From an optimization exercise on the open Yosys and OpenROAD flow, aimed at small area, a short achievable clock period and few clock cycles per item; shortcuts taken in it are not production practice. Function was checked by simulation only, so behaviour that the tests miss may differ from the original.

// ntt_barrett_modmul
module ntt_barrett_modmul #(
    parameter int unsigned W   = 16,
    parameter int unsigned PW  = 16,
    parameter int unsigned LAT = ntt_barrett_modmul_pkg::PIPE_LAT
) (
    input  logic          clk,
    input  logic          reset,
    input  logic          cfg_load,
    input  logic [W-1:0]  cfg_q,
    output logic          cfg_busy,
    output logic          cfg_err,
    output logic          cfg_ready,
    input  logic          in_valid,
    output logic          in_ready,
    input  logic [W-1:0]  in_a,
    input  logic [W-1:0]  in_w,
    input  logic [PW-1:0] in_pass,
    output logic          out_valid,
    input  logic          out_ready,
    output logic [W-1:0]  out_data,
    output logic [PW-1:0] out_pass
);
==> flow/config.mk <==
export PLATFORM = sky130hd
export DESIGN_NAME = ntt_barrett_modmul
export DESIGN_NICKNAME = ntt_barrett_modmul
export VERILOG_FILES = /design/flow/design.v
export SDC_FILE = /design/flow/constraint.sdc
export NUM_CORES = 4
export LEC_CHECK = 0
export CAP_MARGIN = 20
export CORE_MARGIN = 2
export CORE_UTILIZATION = 40
export CTS_BUF_LIST = sky130_fd_sc_hd__clkbuf_8 sky130_fd_sc_hd__clkbuf_16
export CTS_CLUSTER_DIAMETER = 100
export CTS_CLUSTER_SIZE = 20
export SETUP_SLACK_MARGIN = 5
export SLEW_MARGIN = 20
export SYNTH_HIERARCHICAL = 1
export SYNTH_MINIMUM_KEEP_SIZE = 0
==> flow/constraint.sdc <==
create_clock -name core_clock -period 10.0 [get_ports {clk}]
set_input_delay 2.0000 -clock core_clock [delete_from_list [all_inputs] [get_ports {clk}]]
set_output_delay 2.0000 -clock core_clock [all_outputs]
set_load 0.01 [all_outputs]
run.sh (not shown) runs the stock make flow with config.mk's settings and CLKGATE_MAP_FILE= SYNTH_SCRIPT=/design/flow/synth_recipe.tcl, a recipe that flattens the netlist after the stock synthesis.
The first run ran to the end with no violations.
Testbench counts at the start, summed over its fixed seeds: cycles 8,664, items 8,192.
Change:
Settings changed: CTS_CLUSTER_SIZE 20 to 16.
Clock skew is higher by 0.0081 ns.
Hold slack got worse by 0.013 ns.
Wire length rises by about 0.34%.
Clock-buffer cell count goes up by 4.
Fmax rose by 0.35%.
Critical path depth decreases by 1.
Global-route usage stays flat.

========
Starting RTL as in the previous note.
clock: 10.0 ns
lec_check: 0
cap_margin: 20
core_margin: 2
core_utilization: 40
cts_buf_list: sky130_fd_sc_hd__clkbuf_16
cts_cluster_diameter: 80
cts_cluster_size: 20
setup_slack_margin: 5
slew_margin: 20
synth_hierarchical: 1
synth_minimum_keep_size: 0
Testbench counts at the start, summed over its fixed seeds: cycles 8,664, items 8,192.
Rerun with:
==> flow/config.mk (replaced) <==
export PLATFORM = sky130hd
export DESIGN_NAME = ntt_barrett_modmul
export DESIGN_NICKNAME = ntt_barrett_modmul
export VERILOG_FILES = /design/flow/design.v
export SDC_FILE = /design/flow/constraint.sdc
export NUM_CORES = 4
export LEC_CHECK = 0
export CAP_MARGIN = 10
export CORE_MARGIN = 2
export CORE_UTILIZATION = 40
export CTS_BUF_LIST = sky130_fd_sc_hd__clkbuf_4 sky130_fd_sc_hd__clkbuf_8
export SETUP_SLACK_MARGIN = 5
export SLEW_MARGIN = 10
export SYNTH_HIERARCHICAL = 1
export SYNTH_MINIMUM_KEEP_SIZE = 0
export TNS_END_PERCENT = 10
Outcome: Count of clock-buffer cells in the layout rises by 82; critical path depth falls by 11; synthesized area is unchanged; final cell count rises slightly; setup slack got worse by 17 ps; design area rises slightly; global-route usage rises by 0.27 points.
Rerun with:
==> flow/config.mk (replaced) <==
export PLATFORM = sky130hd
export DESIGN_NAME = ntt_barrett_modmul
export DESIGN_NICKNAME = ntt_barrett_modmul
export VERILOG_FILES = /design/flow/design.v
export SDC_FILE = /design/flow/constraint.sdc
export NUM_CORES = 4
export LEC_CHECK = 0
export CAP_MARGIN = 20
export CORE_MARGIN = 2
export CORE_UTILIZATION = 40
export CTS_BUF_LIST = sky130_fd_sc_hd__clkbuf_16
export CTS_CLUSTER_DIAMETER = 100
export CTS_CLUSTER_SIZE = 24
export SETUP_SLACK_MARGIN = 5
export SLEW_MARGIN = 20
export SYNTH_HIERARCHICAL = 1
export SYNTH_MINIMUM_KEEP_SIZE = 0
=> The changed run passed the timing, design-rule and antenna checks. Die area stays the same. Area after synthesis is unchanged. Utilization is lower by 0.71 points. Sequential cell count is unchanged. Non-clock buffer count is higher by 6. Worst setup slack gets better by 71 ps. Design area is lower by 1.6%.
Rerun with:
--- a/flow/config.mk
+++ b/flow/config.mk
@@ -8,8 +8,7 @@
 export CAP_MARGIN = 20
 export CORE_MARGIN = 2
-export CORE_UTILIZATION = 40
-export CTS_BUF_LIST = sky130_fd_sc_hd__clkbuf_16
-export CTS_CLUSTER_DIAMETER = 100
-export CTS_CLUSTER_SIZE = 24
+export CORE_UTILIZATION = 60
+export CTS_BUF_LIST = sky130_fd_sc_hd__clkbuf_4 sky130_fd_sc_hd__clkbuf_8
+export PLACE_DENSITY = 0.75
 export SETUP_SLACK_MARGIN = 5
 export SLEW_MARGIN = 20
After rerunning: Die area drops by a quarter to a third. Cell count falls by a little under a tenth.
Rerun with:
--- a/flow/config.mk
+++ b/flow/config.mk
@@ -8,7 +8,6 @@
 export CAP_MARGIN = 20
 export CORE_MARGIN = 2
-export CORE_UTILIZATION = 60
+export CORE_UTILIZATION = 40
 export CTS_BUF_LIST = sky130_fd_sc_hd__clkbuf_4 sky130_fd_sc_hd__clkbuf_8
-export PLACE_DENSITY = 0.75
 export SETUP_SLACK_MARGIN = 5
 export SLEW_MARGIN = 20
After rerunning:
- global-route usage is lower by 8.3 points
- first-iteration DRC count fell by 3.4%
- clock skew stays flat
- fmax stays flat
- design area rises by 1.6%
- utilization is lower by 21 points
- routed wire length went up by 4.8%

[afterwards: timing with drivers on the ports]
The flow's constraints put no driver on any port. The routed layouts listed below were extracted and timed again, unchanged, in two steps.
Step 1 assumes that a clkbuf_16 drives the clock port and a buf_2 every other input.
Step 2 moves the port delays by t, midway between the first and last clock arrival at a register: inputs arrive t later, outputs are due t later. That takes back most of the time a late clock gives input paths.
Slacks: no drivers / after step 1 / after step 2; pairs: no drivers / after step 1.
| run | shift t [ns] | setup WS [ns] | pins driven straight from the clock port |
|---|---|---|---|
| the first run of note 1 | 0.689 | 5.024 / 5.024 / 4.391 | 1 |
| the second run of note 1 | 0.704 | 5.041 / 5.041 / 4.416 | 1 |
| the first run of note 2 | 0.702 | 4.999 / 4.999 / 4.415 | 1 |
| the second run of note 2 | 0.848 | 4.983 / 4.950 / 4.247 | 1 |
| the third run of note 2 | 0.682 | 5.053 / 5.049 / 4.408 | 1 |
| the fourth run of note 2 | 0.790 | 5.057 / 5.026 / 4.389 | 1 |
| the fifth run of note 2 | 0.847 | 5.060 / 5.047 / 4.278 | 1 |
After both steps setup and hold are still met in every run listed. For the fifth run of note 2, which loses most, drivers alone change the setup slack by -0.013 ns; drivers and shift together by -0.782 ns.
